This is an optimization exercise on Yosys and OpenROAD, whose aim is small area, a short achievable clock period and few clock cycles, not a production implementation. Only simulation tests tie the RTL to the original design; equivalence was not proved.

--- design/flow/run.sh ---
#!/bin/bash
# synth_recipe.tcl (not shown) runs the flow's synth.tcl, then flattens the netlist and writes it again
# the make line also repeats each setting of config.mk as NAME=value (left out here)
make -C /OpenROAD-flow-scripts/flow DESIGN_CONFIG=/design/flow/config.mk WORK_HOME=/design/flow/orfs CLKGATE_MAP_FILE= SYNTH_SCRIPT=/design/flow/synth_recipe.tcl finish
--- design/flow/config.mk ---
export PLATFORM = sky130hd
export DESIGN_NAME = riscv_16bit
export DESIGN_NICKNAME = riscv_16bit
export VERILOG_FILES = /design/flow/design.v
export SDC_FILE = /design/flow/constraint.sdc
export NUM_CORES = 4
export LEC_CHECK = 0
export CAP_MARGIN = 20
export CORE_MARGIN = 2
export CORE_UTILIZATION = 40
export SLEW_MARGIN = 20
--- design/flow/constraint.sdc ---
create_clock -name core_clock -period 12.0 [get_ports {clk}]
set_input_delay 2.4000 -clock core_clock [delete_from_list [all_inputs] [get_ports {clk}]]
set_output_delay 2.4000 -clock core_clock [all_outputs]
set_load 0.01 [all_outputs]
--- design/flow/design.v ---
package riscv16_pkg;
    localparam logic [3:0] OP_ALU  = 4'b0000;
    localparam logic [3:0] OP_LDR  = 4'b0001;
    localparam logic [3:0] OP_STR  = 4'b0010;
    localparam logic [3:0] OP_ADDI = 4'b0011;
    localparam logic [3:0] OP_MOV  = 4'b0101;
    localparam logic [3:0] OP_BCC  = 4'b1100;
    localparam logic [3:0] OP_SYS  = 4'b1110;
    localparam logic [1:0] FN_ADD = 2'b00;
    localparam logic [1:0] FN_AND = 2'b01;
    localparam logic [1:0] FN_SUB = 2'b10;
    localparam logic [1:0] FN_OR  = 2'b11;
    localparam logic [1:0] SYS_OUT = 2'b00;
    localparam logic [1:0] SYS_HLT = 2'b01;
    localparam logic [3:0] CC_AL = 4'b0000;
    localparam logic [3:0] CC_NE = 4'b0001;
    localparam logic [3:0] CC_CS = 4'b0010;
    localparam logic [3:0] CC_CC = 4'b0011;
    localparam logic [3:0] CC_EQ = 4'b0100;
    localparam int OP_HI   = 15;
    localparam int OP_LO   = 12;
    localparam int SEL_BIT = 11;
    localparam int RD_HI   = 10;
    localparam int RD_LO   = 8;
    localparam int RA_HI   = 7;
    localparam int RA_LO   = 5;
    localparam int RB_HI   = 4;
    localparam int RB_LO   = 2;
    localparam int FN_HI   = 1;
    localparam int FN_LO   = 0;
    typedef enum logic [1:0] {
        FETCH = 2'd0,
        EXEC  = 2'd1,
        HALT  = 2'd2
    } state_t;
    function automatic logic is_arith(input logic [1:0] fn);
        return ((fn == FN_ADD) || (fn == FN_SUB));
    endfunction
endpackage
import riscv16_pkg::*;
module riscv16_alu
(
    input  logic [15:0] a,
    input  logic [15:0] b,
    input  logic [1:0]  fn,
    output logic [15:0] result,
    output logic        z,
    output logic        c,
    output logic        n
);
    logic [16:0] wide;
    always_comb begin
        wide = '0;
        case (fn)
            FN_ADD:  wide = {1'b0, a} + {1'b0, b};
            FN_SUB:  wide = {1'b0, a} + {1'b0, ~b} + 17'd1;
            default: wide = '0;
        endcase
    end
    assign result = wide[15:0];
    assign c      = wide[16];
    assign z      = (wide[15:0] == 16'h0000);
    assign n      = wide[15];
endmodule
import riscv16_pkg::*;
module riscv_16bit
#(
    parameter int ADDR_W = 8
)
(
    input  logic        clk,
    input  logic        PC_rst,
    input  logic        ext_we,
    input  logic [15:0] ext_data,
    output logic [15:0] OutR,
    output logic        done
);
    localparam int DEPTH = 1 << ADDR_W;
    localparam logic LOGIC_OPS = 1'b0;
    logic [15:0]       mem  [0:DEPTH-1];
    logic [15:0]       regs [0:7];
    riscv16_pkg::state_t state;
    logic [ADDR_W-1:0] pc;
    logic [ADDR_W-1:0] lp;
    logic [15:0]       ir;
    logic              flag_z;
    logic              flag_c;
    logic              flag_n;
    logic [15:0]       out_r;
    logic              done_r;
    logic [3:0]        op;
    logic              sel;
    logic [2:0]        rd;
    logic [2:0]        ra;
    logic [2:0]        rb;
    logic [1:0]        fn;
    logic [3:0]        cond;
    logic [7:0]        imm8;
    logic [4:0]        imm5;
    logic [ADDR_W-1:0] ea;
    logic [ADDR_W-1:0] pc_plus1;
    logic [ADDR_W-1:0] pc_branch;
    logic [15:0]       alu_a;
    logic [15:0]       alu_b;
    logic [1:0]        alu_fn;
    logic [15:0]       alu_result;
    logic              alu_z;
    logic              alu_c;
    logic              alu_n;
    logic              alu_op_ok;
    logic              taken;
    assign op   = ir[OP_HI:OP_LO];
    assign sel  = ir[SEL_BIT];
    assign rd   = ir[RD_HI:RD_LO];
    assign ra   = ir[RA_HI:RA_LO];
    assign rb   = ir[RB_HI:RB_LO];
    assign fn   = ir[FN_HI:FN_LO];
    assign cond = ir[SEL_BIT:RD_LO];
    assign imm8 = ir[7:0];
    assign imm5 = ir[4:0];
    assign ea        = ADDR_W'(regs[ra] + {11'b0, imm5});
    assign pc_plus1  = pc + ADDR_W'(1);
    assign pc_branch = pc_plus1 + ADDR_W'({{8{imm8[7]}}, imm8});
    assign alu_op_ok = ((fn == FN_ADD) || (fn == FN_SUB)) || LOGIC_OPS;
    always_comb begin
        alu_a  = regs[ra];
        alu_b  = regs[rb];
        alu_fn = fn;
        if (op == OP_ADDI) begin
            if (sel) begin
                alu_b  = {11'b0, imm5};
                alu_fn = FN_ADD;
            end else begin
                alu_fn = FN_SUB;
            end
        end
    end
    always_comb begin
        taken = 1'b0;
        case (cond)
            CC_AL:   taken = 1'b1;
            CC_NE:   taken = !flag_z;
            CC_CS:   taken = flag_c;
            CC_CC:   taken = !flag_c;
            CC_EQ:   taken = flag_z;
            default: taken = 1'b0;
        endcase
    end
    riscv16_alu u_alu (
        .a      (alu_a),
        .b      (alu_b),
        .fn     (alu_fn),
        .result (alu_result),
        .z      (alu_z),
        .c      (alu_c),
        .n      (alu_n)
    );
    always_ff @(posedge clk) begin
        if (ext_we) begin
            mem[lp] <= ext_data;
        end else if (state == EXEC && op == OP_STR) begin
            mem[ea] <= regs[rd];
        end
    end
    always_ff @(posedge clk or negedge PC_rst) begin
        if (!PC_rst) begin
            state  <= FETCH;
            pc     <= '0;
            lp     <= '0;
            ir     <= '0;
            flag_z <= 1'b0;
            flag_c <= 1'b0;
            flag_n <= 1'b0;
            out_r  <= '0;
            done_r <= 1'b0;
            for (int i = 0; i < 8; i++) begin
                regs[i] <= '0;
            end
        end else if (ext_we) begin
            lp <= lp + ADDR_W'(1);
        end else begin
            case (state)
                FETCH: begin
                    ir    <= mem[pc];
                    state <= EXEC;
                end
                EXEC: begin
                    pc    <= pc_plus1;
                    state <= FETCH;
                    case (op)
                        OP_ALU: begin
                            if (sel) begin
                                regs[rd] <= {8'h00, imm8};
                            end else if (alu_op_ok) begin
                                regs[rd] <= alu_result;
                                flag_z   <= alu_z;
                                flag_n   <= alu_n;
                                if (((fn == FN_ADD) || (fn == FN_SUB))) begin
                                    flag_c <= alu_c;
                                end
                            end
                        end
                        OP_LDR: regs[rd] <= mem[ea];
                        OP_ADDI: begin
                            if (sel) begin
                                regs[rd] <= alu_result;
                            end
                            flag_z <= alu_z;
                            flag_c <= alu_c;
                            flag_n <= alu_n;
                        end
                        OP_MOV: regs[rd] <= regs[ra];
                        OP_BCC: begin
                            if (taken) begin
                                pc <= pc_branch;
                            end
                        end
                        OP_SYS: begin
                            if (fn == SYS_OUT) begin
                                out_r <= regs[ra];
                            end else if (fn == SYS_HLT) begin
                                done_r <= 1'b1;
                                state  <= HALT;
                            end
                        end
                        default: ;
                    endcase
                end
                HALT: state <= HALT;
                default: state <= FETCH;
            endcase
        end
    end
    assign OutR = out_r;
    assign done = done_r;
endmodule
==> run notes <==
[placed cells by master (no fill, tap or decap), drive strengths merged, types with 19 or more instances in the layout]
master,instances
mux4,1915
nand2,959
o21ai,238
nor2b,19
clkinvlp,38
or3,22
nor3,54
and3,32
a32oi,145
a31oi,114
clkdlybuf4s50,34
clkinv,194
edfxtp,4096
mux2,45
a211oi,110
a21oi,308
nand4,45
nand2b,22
clkbuf,538
a221oi,34
bufinv,63
inv,84
diode,48
nor2,455
o22ai,233
dfrtp,181
buf,467
a22oi,69
ha,47
mux2i,747
nand3,198
o221ai,316
[per-stage QoR]
stage | std cells | util | worst slack, ns | hold slack, ns
after floorplan | 11700 | - | -3.77 | 0.473
after CTS | 18800 | 0.450 | 3.78 | 0.492
final | 18900 | 0.451 | 3.37 | 0.487
after detailed placement | 18000 | 0.420 | 3.79 | 0.477
after global routing | 18800 | 0.451 | 3.27 | 0.515
after global placement | 18000 | 0.420 | 3.15 | 0.467
[final timing paths]
check,to,from
min in group asynchronous,flag_c$_DFFE_PN0P_,PC_rst
max in group asynchronous,pc[3]$_DFFE_PN0P_,PC_rst
setup / recovery,regs[6][13]$_DFFE_PN0P_,ir[5]$_DFFE_PN0P_
setup reg to reg,regs[6][13]$_DFFE_PN0P_,ir[5]$_DFFE_PN0P_
hold / removal,out_r[14]$_DFFE_PN0P_,out_r[14]$_DFFE_PN0P_
hold reg to reg,out_r[14]$_DFFE_PN0P_,out_r[14]$_DFFE_PN0P_
[cell families (layout without fill, tap and decap cells)]
group                      Yosys count  count (layout)  share of synthesized area
and+or+nand+nor                   1871            1871                     0.0389
adders and majority gates           52              52                    0.00331
other                                0              48                          0
AOI/OAI and AO/OA                 1751            1751                     0.0599
buffers and inverters             1035            1418                     0.0244
xor gates and xnor gates            26              26                    0.00133
muxes                             2707            2707                      0.250
DFF                               4277            4277                      0.623
[state kept, by name, summed over array words and instances (netlist names)]
signal,cells
out_r,16
flag_c,1
mem,4096
pc,8
state,2
regs,128
lp,8
ir,16
flag_z,1
done_r,1
[final cells by class]
| class | count | share of cell area |
|---|---|---|
| Antenna cell | 48 | 0.000522 |
| Clock buffer | 533 | 0.0512 |
| Clock inverter | 305 | 0.0149 |
| Inverter | 74 | 0.00125 |
| Multi-Input combinational cell | 6407 | 0.320 |
| Sequential cell | 4277 | 0.555 |
| Tap cell | 6732 | 0.0366 |
| Timing Repair Buffer | 506 | 0.0204 |
[per-layer routing]
layer | vias up | share of wire | track usage
li1 | 49600 | - | -
met1 | 69500 | 0.36 | 0.387
met2 | 10900 | 0.44 | 0.428
met3 | 1771 | 0.14 | 0.0904
met4 | 18 | 0.063 | 0.150
met5 | - | 0.00037 | 0.00240
[tightest hold or removal path, cell delays in order (launching register included)]
cell	delay [ns]
sky130_fd_sc_hd__dfrtp_1	0.35
sky130_fd_sc_hd__nand2_1	0.05
sky130_fd_sc_hd__o21ai_0	0.06
==> run notes <==
Critical path
The largest driver fanout on the critical path is 47. The largest delay contributor family on the critical path is compound AO/OA/AOI/OAI gates. The classification of the worst setup path is reg2reg. The kind of end point of the critical path is a flop. The kind of start point of the critical path is a flop. In this design, the stage delay of the slowest critical-path cell is 1.46 ns. The number of gates on the worst path with buffers counted is 16. On the critical path, the stage with the largest delay is an instance of sky130_fd_sc_hd__fa_4.

The arrival time at the worst endpoint is 9.50 ns. STA puts the critical path data required time at 12.87 ns. The critical path contains buffers and inverters numbering 3 combined. Measured in cells, the most critical reg-to-reg path has a length of 16.

Across all register-to-register paths, the minimum setup slack is 3.37 ns. The critical path goes through inv_2, nor2_1, a22o_1, a221oi_1, nor2_1, inv_1, fa_4, buf_4, mux4_2, and2_1, a2111oi_2, a2111oi_0, a211oi_1, a2111oi_2, nor3_2, o221ai_1.

Logic synthesis
The most common cell in the synthesized netlist is sky130_fd_sc_hd__edfxtp_1. Of the post-synthesis cell area, the dominant cell type holds 0.600. The cell type with the largest total area after synthesis is sky130_fd_sc_hd__edfxtp_1. The count of warnings emitted by yosys is 3. After synthesis, the netlist uses 92 different library cells. In this run, synthesis inferred 4096 flip-flops with an integrated enable. The synthesized instance count is 11700. The dominant register cell in the synthesized netlist is sky130_fd_sc_hd__edfxtp_1. After synthesis, the most frequently instantiated cells are sky130_fd_sc_hd__edfxtp_1 (4096), sky130_fd_sc_hd__mux4_2 (1915), sky130_fd_sc_hd__nand2_1 (959), sky130_fd_sc_hd__mux2i_1 (747), sky130_fd_sc_hd__clkbuf_1 (457). The average instance in the mapped netlist occupies 17.5 µm². The share of flip-flops with an asynchronous set or reset is 0.0423.

After synthesis, the cell types taking the most area are sky130_fd_sc_hd__edfxtp_1 (60%), sky130_fd_sc_hd__mux4_2 (21%), sky130_fd_sc_hd__mux2i_1 (3.7%), sky130_fd_sc_hd__dfrtp_1 (2.2%), sky130_fd_sc_hd__nand2_1 (1.8%). The cell area that synthesis handed to floorplanning was 205000 µm². Counting every net in the synthesized netlist gives 11800. Synthesis inferred 4277 register bits. The proportion of synthesized chip area in sequential cells is 0.623.

STA
Setup repair after global routing left no endpoint under its margin. The number of max-slew violations in the final report came to 0. In the finished design, the share of the clock period the worst path needs comes to 0.719. The worst slew margin relative to its limit is 0.108. After routing, the total negative slack on setup checks comes to 0 ns. For this run, the top clock speed supported by timing is 0.116 GHz. The worst clock skew is 0.111 ns.

The measured slew at the worst slew-check pin is 1.34 ns. The number of hold-slack violations in the final timing report is 0. The number of failing setup endpoints in the final timing report is 0. The minimum clock period after layout is 8.63 ns.

Global route
Entering global routing, the biggest net connects 179 pins. The total congestion overflow after global routing is 0. The initial antenna violation count is 53. For this run, the total global-route usage over all layers was measured as 0.290. The first-pass GRT wire length is 1060000 µm. The number of global-route vias before repair is 126000.

Layout
From synthesis to final layout, the design area changed by 12.3%. The post-route standard cell area excluding fillers is 230000 µm². The footprint of the multi-input gates is 73700 µm². The sequential cell area in the final layout is 128000 µm². The number of nets in the layout is 11800. Counting the fill cells in the layout gives 43100.

The share of cells above drive strength 1 is 0.291.

Detailed routing
After detailed routing, the number of vias per cell comes to 6.98. The number of iterations in the first detailed-routing pass is 9. The count of nets left with antenna violations once routing finished came out at 0. The routed layout has 132000 vias. The detailed router finished its first iteration with 22200 violations. The number of design rule violations left after detail routing is 0. After detailed routing, the total wire length is 772000 µm. In the final routed layout, each cell accounts on average for 40.9 µm.

Clock network
The number of buffers created by CTS is 448. Gates resized during post-CTS repair numbered 0. After clock tree synthesis, the clock-pin slew on the worst setup and hold paths is 0.07 ns. The hold buffer count at cts is 0. At the later pin of the worst-skew pair, clock insertion delay measures 1.08 ns. TritonCTS built the clock tree.

The depth of the CTS H-tree is 5. For this design, the sink count on the clock tree is 4277. The clock passes through at most 4 buffers. The number of setup buffers added after CTS is 0. The tree is rooted in a sky130_fd_sc_hd__clkbuf_16.

Die
In this run the horizontal extent of the chip is 720 µm. The area enclosed by the die boundary is 518000 µm². The effective utilization at floorplan is 0.402. In this run the vertical extent of the chip is 720 µm.

The floorplan row count is 262. 36 I/O pins were placed. The floorplan step defined a core boundary enclosing 510000 µm².

Run
Across the run, the number of max-cap violations was 0.

Placement
The post-detailed-placement cell area is 214000 µm². The wire-length estimate of the detail-placed layout is 488000 µm. The total of buffers placed on input and output ports is 35. The last weighted congestion value of the routability-driven placer is 0.975.

Status
The flow ran to the end and the layout has no timing, DRC or antenna violations.

Hold path
The worst min-delay path category is reg2reg. The number of cells on the worst hold path is 2.
Testbench counts, summed over its fixed seeds: cycles 89,594.

[what the ideal ports hide]
The results above use ideal ports. As a check the final layout listed here was re-extracted and re-timed, cells and wires unchanged.
Step 1, drivers: a clkbuf_16 drives clk and a buf_2 each remaining input, both assumed.
Step 2 adds t to the input delays and takes it off the output delays; t is the mean of the earliest and latest rising clock arrival at the registers after step 1. Input paths then give back, and output paths get back, about the clock's delay inside the block.
Slacks: ideal ports / drivers / drivers and shift; pairs: ideal ports / drivers.
shift t [ns]: 1.147
setup WS [ns]: 3.369 / 3.369 / 3.369
slew at the worst register clock pin (ns): 0.07 / 0.07
After both steps setup and hold are still met in this run. For this run, drivers alone change the setup slack by 0.000 ns; drivers and shift together by 0.000 ns.
